What follows belongs to an exercise in optimizing a design on an open flow for small area, a short achievable clock period and few clock cycles per item; a production flow would make more cautious choices.
Where RTL was checked, it was by simulation tests only, not by an equivalence proof against the original.
Function not checked in runs 2 to 4: the RTL went through the layout flow alone.
Power figures rest on the tool's default switching activity, not on a simulated workload.

File: flow/run.sh
#!/bin/bash
# The standard layout (standard.sh), with these settings changed:
#  - the timing repair steps aim for setup slack beyond the clock period
#    (SETUP_SLACK_MARGIN), so the achieved period drops below the set one,
#    and repair only the worst few percent of endpoints (TNS_END_PERCENT),
#    which leaves the rest at their smaller sizes;
#  - the ports get plain buf_1 buffers (sized up by repair where needed);
#  - the clock tree is built from clkbuf_4 and clkbuf_8;
#  - a denser core (CORE_UTILIZATION, PLACE_DENSITY) for shorter wires.
# The clock period, SDC, synthesis, power grid and tap cells are the
# standard ones. make's full output goes to standard_flow.log; each step's
# own log is under orfs/logs/.
set -euo pipefail
bash standard.sh SETUP_SLACK_MARGIN=7.3 TNS_END_PERCENT=5 \
  'BUFFER_PORTS_ARGS=-buffer_cell sky130_fd_sc_hd__buf_1' \
  'CTS_BUF_LIST=sky130_fd_sc_hd__clkbuf_4 sky130_fd_sc_hd__clkbuf_8' \
  CORE_UTILIZATION=60 PLACE_DENSITY=0.75 CTS_CLUSTER_SIZE=50 CTS_CLUSTER_DIAMETER=100 \
  finish > standard_flow.log 2>&1
File: constraint.sdc
create_clock -name core_clock -period 10.0 [get_ports {clk}]
set_input_delay 2.0000 -clock core_clock [delete_from_list [all_inputs] [get_ports {clk}]]
set_output_delay 2.0000 -clock core_clock [all_outputs]
set_load 0.01 [all_outputs]
File: standard.sh
#!/bin/bash
# synth_recipe.tcl (not shown) runs the flow's synth.tcl, then flattens the netlist and writes it again
# the make line also repeats each setting of config.mk as NAME=value (left out here)
make -C /OpenROAD-flow-scripts/flow DESIGN_CONFIG=/design/flow/config.mk WORK_HOME=/design/flow/orfs CLKGATE_MAP_FILE= SYNTH_SCRIPT=/design/flow/synth_recipe.tcl "${@:-finish}"
File: design.v
package cwcc_pkg;
  localparam int WINDOW_SIZE = 120;
  localparam int POS_W       = 12;
  localparam int SYM_W       = 3;
  localparam int T_W         = 23;
  localparam int CHUNK       = 5;
  localparam int N_CHUNK     = (T_W + CHUNK - 1) / CHUNK;
  localparam int FLUSH       = N_CHUNK - 1;
  localparam int SUM_BITS    = T_W + 2;
endpackage
module cwcc_term (
  input  logic       clk,
  input  logic [7:0] pixel,
  input  logic       add,
  input  logic       keep,
  input  logic       shift,
  output logic [cwcc_pkg::T_W-1:0] t
);
  localparam int TW = cwcc_pkg::T_W;
  localparam int CH = cwcc_pkg::CHUNK;
  logic [8:0]    v;
  logic [TW-1:0] a, b, s;
  logic [TW:0]   c;
  logic [cwcc_pkg::N_CHUNK-1:0] carry_r;
  always_comb begin
    v = {pixel ^ 8'h7F, 1'b1};
    for (int i = 0; i < TW; i++) begin
      a[i] = t[i] & keep;
      b[i] = (add & v[(i < 8) ? i : 8]) | (shift & t[(i < TW - 1) ? i + 1 : TW - 1]);
    end
    c[0] = 1'b0;
    for (int i = 0; i < TW; i++) begin
      logic ci;
      if (i % CH == 0 && i != 0) ci = carry_r[i / CH - 1] & keep;
      else ci = c[i];
      s[i]   = a[i] ^ b[i] ^ ci;
      c[i+1] = (a[i] & b[i]) | (ci & (a[i] ^ b[i]));
    end
  end
  always_ff @(posedge clk) begin
    t <= s;
    for (int j = 0; j < cwcc_pkg::N_CHUNK - 1; j++) carry_r[j] <= c[(j + 1) * CH];
  end
endmodule
module cwcc_classify (
  input  logic [2:0] neg,        
  input  logic [2:0] nonzero,    
  input  logic       sum_neg,
  input  logic       sum_nonzero,
  input  logic       octal_mode,
  output logic [cwcc_pkg::SYM_W-1:0] symbol
);
  logic [2:0] pos;
  logic [7:0] ok;
  logic [cwcc_pkg::SYM_W-1:0] oct_sym;
  always_comb begin
    pos = nonzero & ~neg;
    ok[0] = (neg & ~3'b000) == '0 && (pos & 3'b000) == '0;
    ok[1] = (neg & ~3'b111) == '0 && (pos & 3'b111) == '0;
    ok[2] = (neg & ~3'b001) == '0 && (pos & 3'b001) == '0;
    ok[3] = (neg & ~3'b100) == '0 && (pos & 3'b100) == '0;
    ok[4] = (neg & ~3'b010) == '0 && (pos & 3'b010) == '0;
    ok[5] = (neg & ~3'b101) == '0 && (pos & 3'b101) == '0;
    ok[6] = (neg & ~3'b011) == '0 && (pos & 3'b011) == '0;
    ok[7] = (neg & ~3'b110) == '0 && (pos & 3'b110) == '0;
    oct_sym = 3'd7;
    for (int i = 6; i >= 0; i--) begin
      if (ok[i]) oct_sym = 3'(i);
    end
    if (octal_mode) symbol = oct_sym;
    else            symbol = {2'b00, !sum_neg && sum_nonzero};
  end
endmodule
module center_window_color_classifier (
  input  logic             clk,
  input  logic             rst_n,
  input  logic             cfg_valid,
  output logic             cfg_ready,
  input  logic [1:0]       cfg_index,
  input  logic [cwcc_pkg::POS_W-1:0] cfg_data,
  input  logic             in_valid,
  output logic             in_ready,
  input  logic [7:0]       in_pixel_blue,
  input  logic [7:0]       in_pixel_green,
  input  logic [7:0]       in_pixel_red,
  input  logic             in_frame_start,
  output logic             out_valid,
  input  logic             out_ready,
  output logic [cwcc_pkg::SYM_W-1:0] out_symbol
);
  localparam int PW        = cwcc_pkg::POS_W;
  localparam int FLUSH_END = cwcc_pkg::FLUSH;                      
  localparam int SHIFT_END = cwcc_pkg::FLUSH + cwcc_pkg::SUM_BITS;  
  localparam int CNT_W     = $clog2(SHIFT_END + 3);
  function automatic logic lt(input logic [PW:0] a, input logic [PW:0] b);
    logic br;
    br = 1'b0;
    for (int i = 0; i <= PW; i++) br = (~a[i] & b[i]) | (~a[i] & br) | (b[i] & br);
    lt = br;
  endfunction
  typedef struct packed {
    logic in_win;    
    logic at_end;    
  } axis_t;
  function automatic axis_t axis(input logic [PW-1:0] q, input logic [PW-1:0] ext_reg);
    logic [PW-1:0] half;
    logic [PW:0]   lo, hi;
    logic          lt_e, eq_e;
    half = {1'b0, ext_reg[PW-1:1]};
    lo   = {1'b0, half} - (PW+1)'(59);
    hi   = {1'b0, half} + (PW+1)'(61);
    lt_e = lt({1'b0, q}, {1'b0, ext_reg});
    eq_e = (q == ext_reg) || (ext_reg == '0 && q == PW'(1));
    axis = {(half <= PW'(60) || !lt({1'b0, q}, lo)) && lt({1'b0, q}, hi) && (lt_e || eq_e),
            !lt_e};
  endfunction
  function automatic axis_t axis_0(input logic [PW-1:0] ext);
    axis_0 = {ext <= PW'(121), ext <= PW'(1)};
  endfunction
  logic [PW-1:0] frame_width_r, frame_height_r;
  logic          octal_mode_r, mode_f;
  logic [PW-1:0] column_r, row_r;    
  logic          in_ready_r;
  logic          out_valid_r;
  logic [cwcc_pkg::SYM_W-1:0] out_symbol_r, symbol;
  logic [7:0]    pix_blue_r, pix_green_r, pix_red_r;
  logic          add_r, keep_r, shift_r;
  logic          busy_r;
  logic [CNT_W-1:0] count_r;
  logic [1:0]    sum_carry_r;
  logic          sum_bit_r, sum_nz_r;
  logic [2:0]    term_nz_r;
  axis_t         fx, fy, x0, y0;
  logic [PW-1:0] column_inc, row_inc;
  logic          ix, le, iy, ye;
  logic          accept, in_win, frame_end, go, finishing;
  logic [cwcc_pkg::T_W-1:0] t_blue, t_green, t_red;
  logic [2:0]    lsb;
  logic [2:0]    sum_now;
  assign cfg_ready = 1'b1;
  always_comb begin
    fx = axis(column_r, frame_width_r);
    fy = axis(row_r, frame_height_r);
    x0 = axis_0(frame_width_r);
    y0 = axis_0(frame_height_r);
    column_inc = column_r + PW'(1);
    row_inc    = row_r + PW'(1);
    accept = in_valid && in_ready_r;
    if (in_frame_start) begin
      {ix, le} = x0;
      {iy, ye} = y0;
    end else begin
      {ix, le} = fx;
      {iy, ye} = fy;
    end
    in_win     = ix && iy;
    frame_end  = le && ye;
    go         = busy_r && count_r == CNT_W'(FLUSH_END) && (!out_valid_r || out_ready);
    finishing  = busy_r && count_r == CNT_W'(SHIFT_END + 1);
    lsb     = {t_blue[0], t_green[0], t_red[0]};
    sum_now = 3'(lsb[2]) + 3'(lsb[1]) + 3'(lsb[0]) + 3'(sum_carry_r);
  end
  cwcc_term u_term_blue  (.clk(clk), .pixel(pix_blue_r),  .add(add_r), .keep(keep_r),
                          .shift(shift_r), .t(t_blue));
  cwcc_term u_term_green (.clk(clk), .pixel(pix_green_r), .add(add_r), .keep(keep_r),
                          .shift(shift_r), .t(t_green));
  cwcc_term u_term_red   (.clk(clk), .pixel(pix_red_r),   .add(add_r), .keep(keep_r),
                          .shift(shift_r), .t(t_red));
  cwcc_classify u_classify (
    .neg         ({t_blue[cwcc_pkg::T_W-1], t_green[cwcc_pkg::T_W-1], t_red[cwcc_pkg::T_W-1]}),
    .nonzero     (term_nz_r),
    .sum_neg     (sum_bit_r),
    .sum_nonzero (sum_nz_r),
    .octal_mode  (mode_f),
    .symbol      (symbol)
  );
  always_ff @(posedge clk) begin
    if (!rst_n) begin
      frame_width_r  <= PW'(1280);
      frame_height_r <= PW'(720);
      octal_mode_r   <= 1'b0;
      column_r       <= PW'(1);
      row_r          <= PW'(1);
      in_ready_r     <= 1'b0;
      out_valid_r    <= 1'b0;
      add_r          <= 1'b0;
      keep_r         <= 1'b0;
      shift_r        <= 1'b0;
      busy_r         <= 1'b0;
    end else begin
      if (cfg_valid) begin
        case (cfg_index)
          2'd0: frame_width_r  <= cfg_data;
          2'd1: frame_height_r <= cfg_data;
          2'd2: octal_mode_r   <= cfg_data[0];
          default: ;
        endcase
      end
      add_r <= accept && in_win;
      keep_r  <= !(accept && in_frame_start) && !go &&
                 !(busy_r && count_r > CNT_W'(FLUSH_END) && count_r <= CNT_W'(SHIFT_END));
      shift_r <= go || (busy_r && count_r > CNT_W'(FLUSH_END) && count_r < CNT_W'(SHIFT_END));
      if (accept) begin
        if (le) column_r <= PW'(1);
        else column_r <= in_frame_start ? PW'(2) : column_inc;
        if (frame_end) row_r <= PW'(1);
        else if (le) row_r <= in_frame_start ? PW'(2) : row_inc;
        else if (in_frame_start) row_r <= PW'(1);
      end
      if (accept && frame_end) busy_r <= 1'b1;
      else if (finishing)      busy_r <= 1'b0;
      in_ready_r <= !(accept && frame_end) &&
                    (!busy_r || finishing);
      if (finishing) begin
        out_valid_r <= 1'b1;
      end else if (out_ready) begin
        out_valid_r <= 1'b0;
      end
    end
  end
  always_ff @(posedge clk) begin
    pix_blue_r  <= in_pixel_blue;
    pix_green_r <= in_pixel_green;
    pix_red_r   <= in_pixel_red;
    if (accept && frame_end) mode_f <= octal_mode_r;
    if (!busy_r) count_r <= '0;
    else if (count_r != CNT_W'(FLUSH_END) || go) count_r <= count_r + CNT_W'(1);
    if (!busy_r) begin
      sum_carry_r <= '0;
      sum_bit_r   <= 1'b0;
      sum_nz_r    <= 1'b0;
      term_nz_r   <= '0;
    end else if (shift_r) begin
      sum_carry_r <= sum_now[2:1];
      sum_bit_r   <= sum_now[0];
      sum_nz_r    <= sum_nz_r || sum_now[0];
      term_nz_r   <= term_nz_r | lsb;
    end
    if (finishing) out_symbol_r <= symbol;
  end
  assign in_ready   = in_ready_r;
  assign out_valid  = out_valid_r;
  assign out_symbol = out_symbol_r;
endmodule
File: config.mk
export PLATFORM = sky130hd
export DESIGN_NAME = center_window_color_classifier
export DESIGN_NICKNAME = center_window_color_classifier
export VERILOG_FILES = /design/flow/design.v
export SDC_FILE = /design/flow/constraint.sdc
export NUM_CORES = 4
export LEC_CHECK = 0
export CAP_MARGIN = 20
export CORE_MARGIN = 2
export CORE_UTILIZATION = 40
export SLEW_MARGIN = 20
==> metrics.cfg, run 1 <==
[cts]
h-tree-depth=4
cts.sinks=176
cts_hold_buf=0
path_clk_slew_ns=0.10
cts-root-buf=clkbuf_8
cts_buffers=17
cts_tree=yes
insertion_delay_ns=0.47
clock_path_buffers=2

[yosys]
syn_nets=1315
seq_area_frac_synth_pct=34.8
ys_ff_latch=176
yosysTopAreaCell=dfxtp_1
synth_area_per_cell_um2=8.78
synthCells=1166
synth_top_area_share_pct=33.6
synthArstFlopShare_pct=0
yosys_warnings=3
netlist_area_mm2=0.0102
ys_types=77
ys.flop_type=dfxtp_1
synth-edff-count=4
synth_area_leaders=dfxtp_1 34%, fa_1 13%, nand2_1 5.4%

[sta]
slew-limit-headroom_pct=56.8
tns_ns=0
worst_slack_ns=6.98
fin_skew_ns=0.0186
fin_crit_sh_pct=30.2
hold_viol=0
grt_setup_unrepaired=yes
setup_viol=0
final_max_slew_viol_count=0
fin_crit_ns=3.02
fmax_mhz=331
worstMarginPinSlew_ns=0.647
whs_ns=0.492

[setup_path]
timing.rr.end=add_r
worstPathArrival_ns=1.02
slowest_delay_ns=0.40
path_cells=clkbuf_2
critical_path_required_ns=8.00
path_depth=1
start_kind=register
regToRegSetupSlack_ns=7.04
crit_buf_inv=1
cp-endpoint=out_symbol[0]
cp_slowest_cell=edfxtp_1
regToRegStartpoint=frame_height_r[2]
critPathCaptureType=output pin
crit_path_start=out_symbol_r[0]
path_class=register to output pin
crit_family=flip-flops
r2r_cells=10
path_max_fanout=1

[power_and_ir_drop]
sequentialPowerShare_pct=57.0
max-vdd-ir-drop_v=0.0000903
p_leak_nw=4.54
power_w=0.00128
powerDensity_mw_per_mm2=115
p_int_w=0.000937
p_sw_share_pct=26.7
p_sw_w=0.000342
combPwrFrac_pct=6.6
power.share.clock_pct=36.4

[global_route]
grt_pass1_vias=8149
grt_usage_pct=26.6
overflow=0
grt_max_degree=49
grt_antenna_before_repair=0
grt_pass1_wl_mm=38.8

[detailed_routing]
drt_iter0_drc=514
wl_per_cell_um=16.3
vias=8208
drtAntennaViolNets=0
drc=0
routed_wl_mm=23.1
drtPass1Iterations=5
routed_via_density=5.79

[place]
dp_hpwl_mm=15.2
port-buffer-count=48
gp_congestion=0.940
pre_cts_slack_ns=6.31
dp_cells=1367

[flow_run]
cap_viol_max_count=0

[finish]
diodes=0
fin_nets=1333
syn_to_final_growth_pct=8.98
layout-drive-gt1-share_pct=8.27
finalNonFillerCells=1417

[min_path]
hp-start=term_nz_r[0]
hp-class=register to register

[floorplanning]
die_width_um=135
row_count=47
die-area_mm2=0.0181
coreArea_mm2=0.0166
pin_count=50
start_util_pct=61.5
fp.dieH_um=135

[run_status]
status=complete, no violations

## how the worst min path moves through the flow
stage	cells past startpoint	slack (ns)	endpoint
floorplan	0	0.41	mode_f
global placement	1	0.46	sum_carry_r[1]
detailed placement	0	0.47	mode_f
CTS	0	0.50	mode_f
global route	1	0.52	sum_carry_r[1]
finish	2	0.49	term_nz_r[0]
## routing by layer
| layer | up-vias | track usage, % | wire length, µm |
|---|---|---|---|
| met1 | 3951 | 34.1 | 10100 |
| met5 | - | 0 | 0 |
| met2 | 232 | 45.9 | 11300 |
| met3 | 40 | 4.39 | 1190 |
| li1 | 3985 | - | - |
| met4 | 0 | 8.95 | 459 |
## cells by family (layout without fill, tap and decap cells)
| group | count (synthesis) | in the layout | share of synthesized area [%] |
|---|---|---|---|
| AO/OA/AOI/OAI | 247 | 247 | 16.4 |
| other | 1 | 1 | 0.0366 |
| XOR/XNOR | 50 | 50 | 4.28 |
| buffers and inverters | 181 | 212 | 6.80 |
| adder cells (fa/ha/maj) | 111 | 111 | 18.2 |
| flip-flops | 176 | 176 | 34.8 |
| AND/OR/NAND/NOR | 396 | 396 | 19.1 |
| multiplexers | 4 | 4 | 0.403 |
## area by class of cell
cell class                      instances  area, µm²
Clock buffer                           20        256
Timing Repair Buffer                   69        478
Sequential cell                       176       3590
Multi-Input combinational cell        809       6040
Clock inverter                         12       98.8
Timing Repair inverter                  1       5.00
Inverter                              110        417
Fill cell                            1366       5480
Tap cell                              220        275
## cell usage after synthesis, drive strengths merged, types with 5 or more instances
master	count
or4	5
inv	108
a21oi	58
nand3	23
o22ai	7
nor2	63
xor2	15
nand2	147
a2bb2oi	12
dfxtp	172
nor3	17
nand2b	16
o211ai	9
fa	65
o31ai	6
xnor2	35
clkbuf	58
o21a	5
a21boi	25
buf	13
and3	7
o311a	5
nor2b	12
a211oi	7
nand3b	6
o21ai	48
a21o	20
ha	40
and2	48
maj3	6
a31oi	6
nand4	20
nor4	17
## sequential cells by signal, indices dropped and copies added (netlist names), 12 cells and up
name	count
u_term_green.t	23
u_term_red.t	23
u_term_blue.t	23
row_r	12
frame_width_r	12
column_r	12
frame_height_r	12
## cell usage in the layout (no fill, tap or decap), types with 16 or more instances in the layout
master / netlist / final
nand3_1: 23 / 23
a21oi_1: 57 / 57
nand2_1: 147 / 144
nor4_1: 16 / 16
and2_1: 48 / 44
nor2_1: 63 / 62
xnor2_1: 35 / 35
fa_1: 65 / 64
nor3_1: 16 / 16
dfxtp_1: 172 / 159
o21ai_0: 45 / 43
buf_1: 6 / 45
ha_1: 40 / 40
inv_1: 107 / 106
nand4_1: 20 / 20
clkbuf_8: 0 / 17
a21boi_0: 23 / 23
a21o_1: 20 / 20
## timing repair
| item | in CTS | in global routing |
|---|---|---|
| pin swaps | 2 | 0 |
| cloned | 5 | 0 |
| setup buffers | 10 | 3 |
| gates resized for setup | 28 | 17 |
| setup endpoints to repair | 60 | 48 |
## metrics by stage
step	area (µm²)	utilization [%]
2_1_floorplan	10300	-
4_1_cts	11100	66.7
5_1_grt	11200	67.1
6_report	11200	67.1
3_5_place_dp	10500	62.9
3_3_place_gp	10500	62.9
## power groups by stage
| stage | sequential [W] | combinational (W) | clock, W |
|---|---|---|---|
| after floorplan | 0.000734 | 0.0000631 | 0 |
| after global placement | 0.000746 | 0.0000721 | 0 |
| after detailed placement | 0.000746 | 0.0000727 | 0 |
| after CTS | 0.000728 | 0.0000820 | 0.000473 |
| after global routing | 0.000730 | 0.0000939 | 0.000499 |
| final | 0.000728 | 0.0000844 | 0.000466 |
## worst register-to-register path, stage by stage, from the launching register on
cell       delay [ns]
dfxtp_2          0.45
inv_1            0.09
ha_1             0.29
maj3_1           0.38
maj3_1           0.44
maj3_1           0.35
a21o_1           0.21
nand3_1          0.12
a2111oi_0        0.12
a22o_1           0.22
o31ai_2          0.21
Testbench counts, summed over its fixed seeds: cycles 2,738,492, pixels 2,736,476.
==> run 2, diff against run 1 <==
--- a/design.v
+++ b/design.v
@@ -91,7 +91,10 @@
   localparam int PW        = cwcc_pkg::POS_W;
   localparam int FLUSH_END = cwcc_pkg::FLUSH;                      
   localparam int SHIFT_END = cwcc_pkg::FLUSH + cwcc_pkg::SUM_BITS;  
-  localparam int CNT_W     = $clog2(SHIFT_END + 3);
+  localparam int SEQ_W     = $clog2(SHIFT_END + 3);
+  localparam logic [SEQ_W-1:0] AT_FLUSH_END = SEQ_W'(FLUSH_END + 1);
+  localparam logic [SEQ_W-1:0] AT_SHIFT_END = SEQ_W'(SHIFT_END + 1);
+  localparam logic [SEQ_W-1:0] AT_FINISH    = SEQ_W'(SHIFT_END + 2);
   function automatic logic lt(input logic [PW:0] a, input logic [PW:0] b);
     logic br;
     br = 1'b0;
@@ -126,7 +129,7 @@
   logic [7:0]    pix_blue_r, pix_green_r, pix_red_r;
   logic          add_r, keep_r, shift_r;
   logic          busy_r;
-  logic [CNT_W-1:0] count_r;
+  logic [SEQ_W-1:0] seq;
   logic [1:0]    sum_carry_r;
   logic          sum_bit_r, sum_nz_r;
   logic [2:0]    term_nz_r;
@@ -155,8 +158,9 @@
     end
     in_win     = ix && iy;
     frame_end  = le && ye;
-    go         = busy_r && count_r == CNT_W'(FLUSH_END) && (!out_valid_r || out_ready);
-    finishing  = busy_r && count_r == CNT_W'(SHIFT_END + 1);
+    seq        = column_r[SEQ_W-1:0];
+    go         = busy_r && seq == AT_FLUSH_END && (!out_valid_r || out_ready);
+    finishing  = busy_r && seq == AT_FINISH;
     lsb     = {t_blue[0], t_green[0], t_red[0]};
     sum_now = 3'(lsb[2]) + 3'(lsb[1]) + 3'(lsb[0]) + 3'(sum_carry_r);
   end
@@ -198,14 +202,17 @@
       end
       add_r <= accept && in_win;
       keep_r  <= !(accept && in_frame_start) && !go &&
-                 !(busy_r && count_r > CNT_W'(FLUSH_END) && count_r <= CNT_W'(SHIFT_END));
-      shift_r <= go || (busy_r && count_r > CNT_W'(FLUSH_END) && count_r < CNT_W'(SHIFT_END));
+                 !(busy_r && seq > AT_FLUSH_END && seq <= AT_SHIFT_END);
+      shift_r <= go || (busy_r && seq > AT_FLUSH_END && seq < AT_SHIFT_END);
       if (accept) begin
         if (le) column_r <= PW'(1);
         else column_r <= in_frame_start ? PW'(2) : column_inc;
         if (frame_end) row_r <= PW'(1);
         else if (le) row_r <= in_frame_start ? PW'(2) : row_inc;
         else if (in_frame_start) row_r <= PW'(1);
+      end else if (busy_r) begin
+        if (finishing) column_r <= PW'(1);
+        else if (seq != AT_FLUSH_END || go) column_r <= column_inc;
       end
       if (accept && frame_end) busy_r <= 1'b1;
       else if (finishing)      busy_r <= 1'b0;
@@ -223,8 +230,6 @@
     pix_green_r <= in_pixel_green;
     pix_red_r   <= in_pixel_red;
     if (accept && frame_end) mode_f <= octal_mode_r;
-    if (!busy_r) count_r <= '0;
-    else if (count_r != CNT_W'(FLUSH_END) || go) count_r <= count_r + CNT_W'(1);
     if (!busy_r) begin
       sum_carry_r <= '0;
       sum_bit_r   <= 1'b0;
--- a/flow/run.sh
+++ b/flow/run.sh
@@ -14,5 +14,5 @@
 bash standard.sh SETUP_SLACK_MARGIN=7.3 TNS_END_PERCENT=5 \
   'BUFFER_PORTS_ARGS=-buffer_cell sky130_fd_sc_hd__buf_1' \
   'CTS_BUF_LIST=sky130_fd_sc_hd__clkbuf_4 sky130_fd_sc_hd__clkbuf_8' \
-  CORE_UTILIZATION=60 PLACE_DENSITY=0.75 CTS_CLUSTER_SIZE=50 CTS_CLUSTER_DIAMETER=100 \
+  CORE_UTILIZATION=60 PLACE_DENSITY=0.75 \
   finish > standard_flow.log 2>&1
==> run 2 against run 1 <==
Net effect: area after synthesis is 3.4% lower; sequential power fell by 3%; worst setup slack worse by 0.044 ns; non-clock buffer count decreased by 6; clock power grew 5.8%; routed wire length shrank 2.6%; core utilization rose by 1.7 points; power rose by 1.2%; largest cell class unchanged.
==> metrics.cfg, run 2 <==
[run_status]
status=complete, no violations  ; unchanged

[yosys]
yosysMostFrequentCell=dfxtp_1  ; unchanged
yosysTopAreaCell=dfxtp_1  ; unchanged
seq_area_frac_synth_pct=35.0  ; was 34.8%
synth_area_leaders=dfxtp_1 34%, fa_1 13%, nand2_1 6.1%  ; was dfxtp_1 34%, fa_1 13%, nand2_1 5.4%
synth_area_per_cell_um2=8.72  ; was 8.78 µm²
ys_types=76  ; was 77
ys.flop_type=dfxtp_1  ; unchanged
synthTopCellsByCount=167 x dfxtp_1, 162 x nand2_1, 101 x inv_1  ; was 172 x dfxtp_1, 147 x nand2_1, 107 x inv_1
synth_top_area_share_pct=33.8  ; was 33.6%
synthArstFlopShare_pct=0  ; unchanged
syn_nets=1282  ; was 1,315
netlist_area_mm2=0.00989  ; was 0.0102 mm²
ys_ff_latch=171  ; was 176
synthCells=1135  ; was 1,166
yosys_warnings=3  ; unchanged
synth-edff-count=4  ; unchanged

[cts]
cts_tree=yes  ; unchanged
cts_hold_buf=0  ; unchanged
path_clk_slew_ns=0.10  ; about the same
cts_buffers=17  ; unchanged
insertion_delay_ns=0.48  ; was 0.47 ns
clock_path_buffers=2  ; unchanged
cts-root-buf=clkbuf_8  ; unchanged
h-tree-depth=4  ; unchanged
cts.sinks=171  ; was 176

[setup_path]
critical_path_required_ns=8.00  ; about the same
start_kind=register  ; unchanged
regToRegSetupSlack_ns=7.03  ; was 7.04 ns
crit_buf_inv=1  ; unchanged
path_max_fanout=1  ; unchanged
cp_slowest_cell=edfxtp_1  ; unchanged
timing.rr.end=add_r  ; unchanged
crit_family=flip-flops  ; unchanged
regToRegStartpoint=frame_height_r[5]  ; was frame_height_r[2]
path_cells=buf_1  ; was clkbuf_2
r2r_cells=10  ; unchanged
path_class=register to output pin  ; unchanged
critPathCaptureType=output pin  ; unchanged
worstPathArrival_ns=1.06  ; was 1.02 ns
slowest_delay_ns=0.44  ; was 0.40 ns

[sta]
setup_viol=0  ; unchanged
fin_crit_sh_pct=30.6  ; was 30.2%
fin_crit_ns=3.06  ; was 3.02 ns
worstMarginPinSlew_ns=0.799  ; was 0.647 ns
grt_setup_unrepaired=yes  ; unchanged
hold_viol=0  ; unchanged
tns_ns=0  ; unchanged
slew-limit-headroom_pct=46.3  ; was 56.8%
fin_skew_ns=0.0153  ; was 0.0186 ns
final_max_slew_viol_count=0  ; unchanged
fmax_mhz=327  ; was 331 MHz

[detailed_routing]
vias=7923  ; was 8,208
drc=0  ; unchanged
routed_wl_mm=22.5  ; was 23.1 mm
drtAntennaViolNets=0  ; unchanged
drt_iter0_drc=572  ; was 514
wl_per_cell_um=16.3  ; about the same
drtPass1Iterations=5  ; unchanged
routed_via_density=5.75  ; was 5.79

[finish]
multiInputGateArea_mm2=0.00598  ; was 0.00604 mm²
layout-drive-gt1-share_pct=11.6  ; was 8.27%
finalNonFillerCells=1378  ; was 1,417
regArea_mm2=0.00351  ; was 0.00359 mm²
top_regs=u_term_blue.t: 23 flops, u_term_green.t: 23 flops, u_term_red.t: 23 flops  ; unchanged
syn_to_final_growth_pct=11.2  ; was 8.98%
diodes=0  ; unchanged
fillers=1324  ; was 1,366
final_cell_mix=159 x nand2_1, 145 x dfxtp_1, 100 x inv_1  ; was 159 x dfxtp_1, 144 x nand2_1, 106 x inv_1
fin_nets=1296  ; was 1,333
fin_area_mm2=0.0110  ; was 0.0112 mm²
layout_commonest_cell=nand2_1  ; was dfxtp_1

[global_route]
grt_usage_pct=25.3  ; was 26.6%
grt_pass1_wl_mm=36.0  ; was 38.8 mm
overflow=0  ; unchanged
grt_max_degree=82  ; was 49
grt_pass1_vias=7545  ; was 8,149
grt_antenna_before_repair=0  ; unchanged

[place]
gp_congestion=0.924  ; was 0.940
dp_hpwl_mm=14.6  ; was 15.2 mm
dp_cells=1331  ; was 1,367
placed_cell_area_mm2=0.0101  ; was 0.0105 mm²
port-buffer-count=48  ; unchanged

[floorplanning]
fp.dieH_um=132  ; was 135 µm
die_width_um=132  ; was 135 µm
coreArea_mm2=0.0160  ; was 0.0166 mm²
row_count=46  ; was 47
die-area_mm2=0.0175  ; was 0.0181 mm²
pin_count=50  ; unchanged
start_util_pct=61.8  ; was 61.5%

[power_and_ir_drop]
p_leak_nw=4.52  ; was 4.54 nW
max-vdd-ir-drop_v=0.000116  ; was 0.0000903 V
power_w=0.00129  ; was 0.00128 W
powerDensity_mw_per_mm2=118  ; was 115 mW/mm²

[flow_run]
cap_viol_max_count=0  ; unchanged

[min_path]
hp-start=frame_width_r[0]  ; was term_nz_r[0]
hp-class=register to register  ; unchanged
holdPathStages=2  ; unchanged
hold_end=frame_width_r[0]  ; was term_nz_r[0]

==> run 2: area by class of cell <==
cell class	instances	share of cell area (%)
Clock buffer	17	2.13
Clock inverter	15	1.60
Inverter	103	3.66
Multi-Input combinational cell	791	54.3
Sequential cell	171	31.9
Tap cell	216	2.46
Timing Repair Buffer	63	3.83
Timing Repair inverter	2	0.125
==> run 2: what timing repair did <==
item | 4_1_cts | 5_1_grt
pin swaps | 2 | 12
gates cloned | 2 | 4
gates resized for setup | 50 | 48
buffers inserted | 3 | 6
endpoints found under the setup margin | 86 | 67
==> run 2: metal layers <==
layer	global-route usage (%)	vias up	part of all wire, %
met2	41.7	236	48
met5	0	-	0
met1	33.3	3791	44
li1	-	3845	-
met3	5.52	51	5.3
met4	8.42	0	2.3
==> run 2: worst max path at each step <==
stage	slack (ns)	from	depth (start not counted)	end
2_1_floorplan	6.60	out_ready	8	column_r[10]
3_3_place_gp	5.03	rst_n	8	add_r
3_5_place_dp	4.87	rst_n	8	add_r
4_1_cts	6.92	out_symbol_r[2]	1	out_symbol[2]
5_1_grt	6.91	out_symbol_r[0]	1	out_symbol[0]
6_report	6.94	out_symbol_r[0]	1	out_symbol[0]
==> run 2: per-stage QoR <==
step	util [%]	hold WS, ns	setup slack (ns)
3_5_place_dp	63.2	0.474	4.87
2_1_floorplan	-	0.408	6.60
3_3_place_gp	63.2	0.471	5.03
6_report	68.8	0.493	6.94
4_1_cts	66.8	0.492	6.92
5_1_grt	68.8	0.528	6.91
==> run 2: logic make-up (layout without fill, tap and decap cells) <==
family | count (synthesis) | count (layout) | synth area share [%]
AOI/OAI and AO/OA | 243 | 243 | 16.1
xor gates and xnor gates | 40 | 40 | 3.62
adders and majority gates | 110 | 110 | 18.7
buffers and inverters | 173 | 200 | 6.84
DFF | 171 | 171 | 35.0
muxes | 2 | 2 | 0.202
other | 1 | 1 | 0.0379
and+or+nand+nor | 395 | 395 | 19.5
==> run 2: where the power goes <==
part	switching (W)	total, W	internal, W	leakage [nW]
sequential	0.0000174	0.000709	0.000692	1.41
clock	0.000303	0.000493	0.000190	0.202
combinational	0.0000526	0.0000924	0.0000398	2.90
==> run 3, diff against run 2 <==
--- a/design.v
+++ b/design.v
@@ -3,7 +3,7 @@
   localparam int POS_W       = 12;
   localparam int SYM_W       = 3;
   localparam int T_W         = 23;
-  localparam int CHUNK       = 5;
+  localparam int CHUNK       = 6;
   localparam int N_CHUNK     = (T_W + CHUNK - 1) / CHUNK;
   localparam int FLUSH       = N_CHUNK - 1;
   localparam int SUM_BITS    = T_W + 2;
@@ -106,15 +106,15 @@
     logic at_end;    
   } axis_t;
   function automatic axis_t axis(input logic [PW-1:0] q, input logic [PW-1:0] ext_reg);
-    logic [PW-1:0] half;
+    logic [PW-1:0] e, half;
     logic [PW:0]   lo, hi;
-    logic          lt_e, eq_e;
+    logic          lt_e;
+    e    = {ext_reg[PW-1:1], ext_reg[0] | (ext_reg == '0)};
     half = {1'b0, ext_reg[PW-1:1]};
     lo   = {1'b0, half} - (PW+1)'(59);
     hi   = {1'b0, half} + (PW+1)'(61);
-    lt_e = lt({1'b0, q}, {1'b0, ext_reg});
-    eq_e = (q == ext_reg) || (ext_reg == '0 && q == PW'(1));
-    axis = {(half <= PW'(60) || !lt({1'b0, q}, lo)) && lt({1'b0, q}, hi) && (lt_e || eq_e),
+    lt_e = lt({1'b0, q}, {1'b0, e});
+    axis = {(half <= PW'(60) || !lt({1'b0, q}, lo)) && lt({1'b0, q}, hi) && (lt_e || q == e),
             !lt_e};
   endfunction
   function automatic axis_t axis_0(input logic [PW-1:0] ext);
==> flow/run.sh (replaced) <==
#!/bin/bash
# The standard layout (standard.sh), with these settings changed:
#  - the timing repair steps aim for setup slack beyond the clock period
#    (SETUP_SLACK_MARGIN), so the achieved period drops below the set one;
#  - the ports get plain buf_1 buffers (sized up by repair where needed);
#  - the clock tree is built from clkbuf_4 and clkbuf_8;
#  - a denser core (CORE_UTILIZATION, PLACE_DENSITY) for shorter wires.
# The clock period, SDC, synthesis, power grid and tap cells are the
# standard ones. make's full output goes to standard_flow.log; each step's
# own log is under orfs/logs/.
set -euo pipefail
bash standard.sh SETUP_SLACK_MARGIN=7 \
  'BUFFER_PORTS_ARGS=-buffer_cell sky130_fd_sc_hd__buf_1' \
  'CTS_BUF_LIST=sky130_fd_sc_hd__clkbuf_4 sky130_fd_sc_hd__clkbuf_8' \
  CORE_UTILIZATION=60 PLACE_DENSITY=0.75 \
  finish > standard_flow.log 2>&1
==> run 3 against run 2 <==
Net effect: still clean; core utilization up 2.6 points; first-iteration DRC count up 8.2%; maximum frequency down 3.1%; power up 1.6%; sequential power down 3%; critical path depth up 8; hold slack better by 0.0014 ns; via count up 8.6%; area after synthesis up 0.99%; critical endpoint is now column_r[9]; largest cell class unchanged; highest routed layer unchanged.
==> metrics.cfg, run 3 <==
[global_route]
busiest_layer=met2  ; unchanged
grt_max_degree=38  ; was 82
grt_pass1_vias=8222  ; was 7,545
grtUsageMet2_pct=47.2  ; was 41.7%
grt_usage_pct=27.6  ; was 25.3%
grt_pass1_wl_mm=39.8  ; was 36.0 mm
overflow=0  ; unchanged
grt_antenna_before_repair=0  ; unchanged
grtUsageMet1_pct=35.8  ; was 33.3%
grtUsageMet3_pct=4.94  ; was 5.52%

[cts]
cts_buffers=17  ; unchanged
path_clk_slew_ns=0.09  ; was 0.10 ns
clock_path_buffers=2  ; unchanged
cts.sinks=168  ; was 171
insertion_delay_ns=0.46  ; was 0.48 ns
cts_tree=yes  ; unchanged
cts_hold_buf=0  ; unchanged
cts-root-buf=clkbuf_8  ; unchanged
h-tree-depth=4  ; unchanged

[setup_path]
cp_slowest_cell=nor3_4  ; was edfxtp_1
worstPathArrival_ns=3.55  ; was 1.06 ns
slowest_delay_ns=0.28  ; was 0.44 ns
path_max_fanout=12  ; was 1
critical_path_required_ns=10.39  ; was 8.00 ns
crit_family=buffers and inverters  ; was flip-flops
start_kind=input port  ; was register
critPathCaptureType=register  ; was output pin
crit_top_cell=buf_4
path_cells=buf_4, a21oi_4, or3_1, o21ai_0, buf_4, nor3_4, clkbuf_16, nand3_2, a21oi_2  ; was buf_1
crit_buf_inv=3  ; was 1
path_class=input port to register  ; was register to output pin

[finish]
top_regs=u_term_blue.t: 23 flops, u_term_green.t: 23 flops, u_term_red.t: 23 flops  ; unchanged
final_cell_mix=143 x dfxtp_1, 142 x nand2_1, 111 x inv_1  ; was 159 x nand2_1, 145 x dfxtp_1, 100 x inv_1
syn_to_final_growth_pct=17.2  ; was 11.2%
layout_commonest_cell=dfxtp_1  ; was nand2_1
diodes=0  ; unchanged
fin_nets=1357  ; was 1,296
layout-drive-gt1-share_pct=16.6  ; was 11.6%
utilization_pct=71.4  ; was 68.8%

[sta]
slew-limit-headroom_pct=27.9  ; was 46.3%
whs_ns=0.495  ; was 0.493 ns
worstMarginPinSlew_ns=1.08  ; was 0.799 ns
fmax_mhz=317  ; was 327 MHz
fin_crit_sh_pct=31.6  ; was 30.6%
fin_skew_ns=0.0147  ; was 0.0153 ns
grt_setup_unrepaired=yes  ; unchanged
setup_viol=0  ; unchanged
hold_viol=0  ; unchanged
tns_ns=0  ; unchanged
final_max_slew_viol_count=0  ; unchanged
fin_crit_ns=3.16  ; was 3.06 ns

[yosys]
synthTopCellsByCount=164 x dfxtp_1, 145 x nand2_1, 112 x inv_1  ; was 167 x dfxtp_1, 162 x nand2_1, 101 x inv_1
yosys_warnings=3  ; unchanged
syn_nets=1299  ; was 1,282
ys_ff_latch=168  ; was 171
synth-edff-count=4  ; unchanged
synth_top_area_share_pct=32.9  ; was 33.8%
ys.flop_type=dfxtp_1  ; unchanged
yosysMostFrequentCell=dfxtp_1  ; unchanged
synth_area_leaders=dfxtp_1 33%, fa_1 13%, nand2_1 5.4%  ; was dfxtp_1 34%, fa_1 13%, nand2_1 6.1%
synthCells=1153  ; was 1,135
netlist_area_mm2=0.00999  ; was 0.00989 mm²
ys_types=75  ; was 76
seq_area_frac_synth_pct=34.1  ; was 35.0%
synthArstFlopShare_pct=0  ; unchanged
yosysTopAreaCell=dfxtp_1  ; unchanged
synth_area_per_cell_um2=8.67  ; was 8.72 µm²

[flow_run]
cap_viol_max_count=0  ; unchanged

[detailed_routing]
drtPass1Iterations=7  ; was 5
drc=0  ; unchanged
drtAntennaViolNets=0  ; unchanged
wl_per_cell_um=16.9  ; was 16.3 µm
routed_via_density=5.96  ; was 5.75
drt_iter0_drc=619  ; was 572
vias=8608  ; was 7,923
routed_wl_mm=24.4  ; was 22.5 mm

[floorplanning]
start_util_pct=60.9  ; was 61.8%
die-area_mm2=0.0177  ; was 0.0175 mm²
row_count=47  ; was 46
fp.dieH_um=133  ; was 132 µm
coreArea_mm2=0.0164  ; was 0.0160 mm²
die_width_um=133  ; was 132 µm
pin_count=50  ; unchanged

[power_and_ir_drop]
p_leak_nw=4.55  ; was 4.52 nW
powerDensity_mw_per_mm2=112  ; was 118 mW/mm²
max-vdd-ir-drop_v=0.000149  ; was 0.000116 V

[place]
gp_congestion=0.906  ; was 0.924
dp_hpwl_mm=15.2  ; was 14.6 mm
port-buffer-count=48  ; unchanged

[run_status]
status=complete, no violations  ; unchanged

[min_path]
hp-class=register to register  ; unchanged

==> run 3: cell count changes after synthesis, sizes merged, moves of 8 or more <==
cell / delta
a21oi: +18
nand2: -18
buf: +13
clkbuf: -13
nand3: +11
nor3: +11
inv: +10
and2: -8
==> run 3: area by class of cell <==
cell class | count | area, µm²
Inverter | 114 | 445
Multi-Input combinational cell | 802 | 6240
Clock buffer | 19 | 255
Clock inverter | 13 | 156
Fill cell | 1213 | 4690
Sequential cell | 168 | 3470
Tap cell | 220 | 275
Timing Repair Buffer | 108 | 877
==> run 3: worst paths after layout <==
kind	slack, ns	from	depth (start not counted)	to
worst max-delay path	6.84	in_valid	9	column_r[9]
worst min-delay path	0.49	frame_height_r[0]	2	frame_height_r[0]
worst max register to register	6.96	frame_width_r[5]	15	column_r[9]
worst min register to register	0.49	frame_height_r[0]	2	frame_height_r[0]
==> run 3: cell families after synthesis <==
logic type                 count (synthesis)  synth area share [%]
muxes                                      2                 0.200
AOI/OAI and AO/OA                        287                  19.0
buffers and inverters                    184                  7.64
xor gates and xnor gates                  36                  3.16
and+or+nand+nor                          369                  17.8
DFF                                      168                  34.1
other                                      1                0.0375
adders and majority gates                106                  18.1
==> run 3: report_power, final <==
| group | switching, W | total [W] | internal [W] |
|---|---|---|---|
| clock | 0.000271 | 0.000511 | 0.000241 |
| combinational | 0.0000647 | 0.000114 | 0.0000489 |
| sequential | 0.0000126 | 0.000691 | 0.000679 |
| total | 0.000348 | 0.00132 | 0.000968 |
==> run 3: metrics by stage <==
stage          setup WS (ns)  total power (W)  cell area [µm²]  cells
6_report                6.84          0.00132            11700   1444
4_1_cts                 7.00          0.00131            11300   1421
5_1_grt                 6.77          0.00136            11700   1444
3_3_place_gp            5.96         0.000793            10200   1357
2_1_floorplan           6.83         0.000770            10100   1153
3_5_place_dp            5.89         0.000794            10200   1357
==> run 3: worst register-to-register path: cells and delay by family (launching register included) <==
family / cells / cell delay, ns
and+or+nand+nor: 5 / 1.25
buffers and inverters: 3 / 0.58
DFF: 1 / 0.38
adders and majority gates: 1 / 0.12
AOI/OAI and AO/OA: 6 / 0.66
==> run 3: per-layer routing <==
layer / up-vias / share of wire [%]
met5: - / 0
met4: 0 / 2.1
met3: 40 / 4.7
met2: 270 / 50
met1: 4224 / 44
li1: 4074 / -
==> run 3: what timing repair did <==
item,4_1_cts,5_1_grt
cloned,5,2
resized for setup,80,57
pin swaps,17,32
buffers inserted,27,21
endpoints found under the setup margin,61,40
==> run 4, diff against run 3 <==
--- a/flow/run.sh
+++ b/flow/run.sh
@@ -9,7 +9,7 @@
 # standard ones. make's full output goes to standard_flow.log; each step's
 # own log is under orfs/logs/.
 set -euo pipefail
-bash standard.sh SETUP_SLACK_MARGIN=7 \
+bash standard.sh SETUP_SLACK_MARGIN=7 TNS_END_PERCENT=10 \
   'BUFFER_PORTS_ARGS=-buffer_cell sky130_fd_sc_hd__buf_1' \
   'CTS_BUF_LIST=sky130_fd_sc_hd__clkbuf_4 sky130_fd_sc_hd__clkbuf_8' \
   CORE_UTILIZATION=60 PLACE_DENSITY=0.75 \
==> run 4 against run 3 <==
Net effect: design area fell by 3.3%; die area did not move; count of clock-buffer cells in the layout fell by 1; hold slack got worse by 0.0019 ns; critical endpoint is now add_r.
==> metrics.cfg, run 4 <==
[sta]
final_max_slew_viol_count=0  ; unchanged
tns_ns=0  ; unchanged
worstMarginPinSlew_ns=0.604  ; was 1.08 ns
fin_crit_ns=3.11  ; was 3.16 ns
hold_viol=0  ; unchanged
grt_setup_unrepaired=yes  ; unchanged
slew-limit-headroom_pct=59.4  ; was 27.9%
worst_slack_ns=6.89  ; was 6.84 ns
setup_viol=0  ; unchanged
fin_skew_ns=0.0150  ; was 0.0147 ns
whs_ns=0.493  ; was 0.495 ns
fin_crit_sh_pct=31.1  ; was 31.6%
fmax_mhz=321  ; was 317 MHz

[power_and_ir_drop]
combPwrFrac_pct=7.5  ; was 8.6%
powerDensity_mw_per_mm2=115  ; was 112 mW/mm²
power.share.clock_pct=39.3  ; was 38.8%
sequentialPowerShare_pct=53.1  ; was 52.5%
p_sw_w=0.000365  ; was 0.000348 W
p_leak_nw=4.40  ; was 4.55 nW
p_int_w=0.000942  ; was 0.000968 W
p_sw_share_pct=28.0  ; was 26.4%
max-vdd-ir-drop_v=0.000143  ; was 0.000149 V

[yosys]
synth_top_area_share_pct=32.9  ; unchanged
synth_compound_area_share_pct=19.0  ; unchanged
ys_ff_latch=168  ; unchanged
yosysTopAreaCell=dfxtp_1  ; unchanged
synth_fa_ha_area_share_pct=18.1  ; unchanged
synth-xor-area-share_pct=3.16  ; unchanged
seq_area_frac_synth_pct=34.1  ; unchanged
netlist_area_mm2=0.00999  ; unchanged
synth-edff-count=4  ; unchanged
ys.flop_type=dfxtp_1  ; unchanged
synth_area_leaders=dfxtp_1 33%, fa_1 13%, nand2_1 5.4%  ; unchanged
ys_types=75  ; unchanged
synthSimpleGateAreaFrac_pct=17.8  ; unchanged
synthTopCellsByCount=164 x dfxtp_1, 145 x nand2_1, 112 x inv_1  ; unchanged
yosysMostFrequentCell=dfxtp_1  ; unchanged
syn_nets=1299  ; unchanged
synth_area_per_cell_um2=8.67  ; unchanged
yosys_warnings=3  ; unchanged
synth_top_family_by_area=compound AO/OA/AOI/OAI gates  ; unchanged
synthCells=1153  ; unchanged
synthArstFlopShare_pct=0  ; unchanged
muxShareOfSynthArea_pct=0.200  ; unchanged

[min_path]
hp-start=sum_carry_r[1]  ; was frame_height_r[0]
hp-class=register to register  ; unchanged

[detailed_routing]
routed.top_layer=met4  ; unchanged
drtPass1Iterations=6  ; was 7
wl_met2_mm=11.8  ; was 12.1 mm
drtAntennaViolNets=0  ; unchanged
routed_via_density=5.89  ; was 5.96
wl_met3_mm=1.42  ; was 1.16 mm
drc=0  ; unchanged
wl_per_cell_um=16.5  ; was 16.9 µm
routed_wl_mm=23.6  ; was 24.4 mm
vias=8421  ; was 8,608
wl_met1_mm=9.91  ; was 10.6 mm
drt_iter0_drc=601  ; was 619

[floorplanning]
die-area_mm2=0.0177  ; unchanged
die_width_um=133  ; unchanged
row_count=47  ; unchanged
coreArea_mm2=0.0164  ; unchanged
fp.dieH_um=133  ; unchanged
pin_count=50  ; unchanged
start_util_pct=60.9  ; unchanged

[setup_path]
regToRegStartpoint=add_r  ; was frame_width_r[5]
worstPathArrival_ns=3.50  ; was 3.55 ns
path_max_fanout=8  ; was 12
critical_path_required_ns=10.39  ; about the same
crit_path_start=in_valid  ; unchanged
start_kind=input port  ; unchanged
path_class=input port to register  ; unchanged
critPathCaptureType=register  ; unchanged

[cts]
clock_path_buffers=2  ; unchanged
cts_tree=yes  ; unchanged
insertion_delay_ns=0.47  ; was 0.46 ns
cts_hold_buf=0  ; unchanged
path_clk_slew_ns=0.10  ; was 0.09 ns
cts_buffers=17  ; unchanged
cts-root-buf=clkbuf_8  ; unchanged
h-tree-depth=4  ; unchanged
cts.sinks=168  ; unchanged

[finish]
fin_nets=1342  ; was 1,357
final_cell_mix=143 x nand2_1, 143 x dfxtp_1, 111 x inv_1  ; was 143 x dfxtp_1, 142 x nand2_1, 111 x inv_1
utilization_pct=69.0  ; was 71.4%
layout-drive-gt1-share_pct=13.2  ; was 16.6%
top_regs=u_term_blue.t: 23 flops, u_term_green.t: 23 flops, u_term_red.t: 23 flops  ; unchanged
diodes=0  ; unchanged
fillers=1295  ; was 1,213
syn_to_final_growth_pct=13.3  ; was 17.2%

[place]
gp_congestion=0.899  ; was 0.906
pre_cts_slack_ns=6.03  ; was 5.89 ns
dp_hpwl_mm=15.4  ; was 15.2 mm
port-buffer-count=48  ; unchanged

[global_route]
grt_pass1_vias=8300  ; was 8,222
grt_antenna_before_repair=0  ; unchanged
grt_usage_pct=27.8  ; was 27.6%
grt_max_degree=38  ; unchanged
overflow=0  ; unchanged
grt_pass1_wl_mm=39.9  ; was 39.8 mm

[flow_run]
cap_viol_max_count=0  ; unchanged

[run_status]
status=complete, no violations  ; unchanged

-- run 4: cell counts after synthesis --
Identical to the previous run, type by type.
-- run 4: cell families after synthesis --
| group | count (synthesis) |
|---|---|
| buffers and inverters | 184 |
| XOR/XNOR | 36 |
| multiplexers | 2 |
| adder cells (fa/ha/maj) | 106 |
| AND/OR/NAND/NOR | 369 |
| AO/OA/AOI/OAI | 287 |
| other | 1 |
| flip-flops | 168 |
-- run 4: worst max-delay path: stages --
cell and delay (ns):
buf_2 0.17, nand2_8 0.09, nor2_4 0.17, and3_1 0.18, o311ai_1 0.11, a211o_1 0.29
a2111oi_4 0.20, nand4_1 0.12, a32oi_1 0.17
-- run 4: per-stage QoR --
step / cells / total power (W) / area [µm²]
3_5_place_dp: 1359 / 0.000794 / 10200
6_report: 1429 / 0.00131 / 11300
3_3_place_gp: 1359 / 0.000793 / 10200
4_1_cts: 1416 / 0.00131 / 11100
2_1_floorplan: 1153 / 0.000770 / 10100
5_1_grt: 1429 / 0.00136 / 11300
-- run 4: worst paths after layout --
| kind | end | slack [ns] | cells past startpoint |
|---|---|---|---|
| min reg2reg | sum_carry_r[1] | 0.49 | 1 |
| max | add_r | 6.89 | 9 |
| min | sum_carry_r[1] | 0.49 | 1 |
| max reg2reg | u_term_blue.t[11] | 6.89 | 11 |
-- run 4: layer usage --
layer,track usage (%),vias to the layer above
li1,-,4041
met1,35.6,4036
met2,48.0,303
met3,5.06,41
met4,8.48,0
met5,0,-
-- run 4: layout make-up --
type                       count  area (µm²)  area share [%]
timing repair buffer          94         682            6.02
clock inverter                14         183            1.61
inverter                     114         433            3.82
clock buffer                  18         248            2.19
tap                          220         275            2.43
sequential                   168        3450            30.5
multi-input combinational    801        6060            53.5
-- run 4: timing repair --
action / CTS / global route
pin swaps: 7 / 10
buffers inserted: 22 / 13
endpoints found under the hold margin: 0 / 0
gates cloned: 3 / 0
gates resized for setup: 56 / 32
endpoints found under the setup margin: 67 / 42
-- run 4: power by group through the flow --
stage / combinational (W) / clock (W) / sequential (W)
2_1_floorplan: 0.0000676 / 0 / 0.000702
3_3_place_gp: 0.0000807 / 0 / 0.000712
3_5_place_dp: 0.0000813 / 0 / 0.000713
4_1_cts: 0.0000925 / 0.000522 / 0.000696
5_1_grt: 0.000109 / 0.000551 / 0.000696
6_report: 0.0000984 / 0.000514 / 0.000694

separate check: timing with driven ports:
No port has a modelled driver above. Below, the same layouts with a new extraction and two added sets of constraints. Step 1 assumes that a clkbuf_16 drives the clock port and a buf_2 every other input. Step 2, shift: input delay + t, output delay - t, t = (earliest + latest rising clock arrival at the registers) / 2. This alone moves slack from input paths to output paths. Three values: no drivers, after step 1, after step 2; two values: the first two.
| run | shift t [ns] | slack for setup (ns) | hold slack, ns | worst setup path at the end | pins driven straight from the clock port |
|---|---|---|---|---|---|
| run 1 | 0.506 | 6.983 / 6.942 / 6.633 | 0.492 / 0.492 / 0.492 | input to register | 1 |
| run 2 | 0.514 | 6.939 / 6.898 / 6.519 | 0.493 / 0.493 / 0.493 | input to register | 1 |
| run 3 | 0.496 | 6.842 / 6.842 / 6.345 | 0.495 / 0.495 / 0.495 | input to register | 1 |
| run 4 | 0.507 | 6.886 / 6.879 / 6.372 | 0.493 / 0.493 / 0.493 | input to register | 1 |
After both steps setup and hold are still met in every run listed. The setup slack of run 4, which loses most, moves by -0.007 ns with the drivers and by -0.514 ns with both steps.
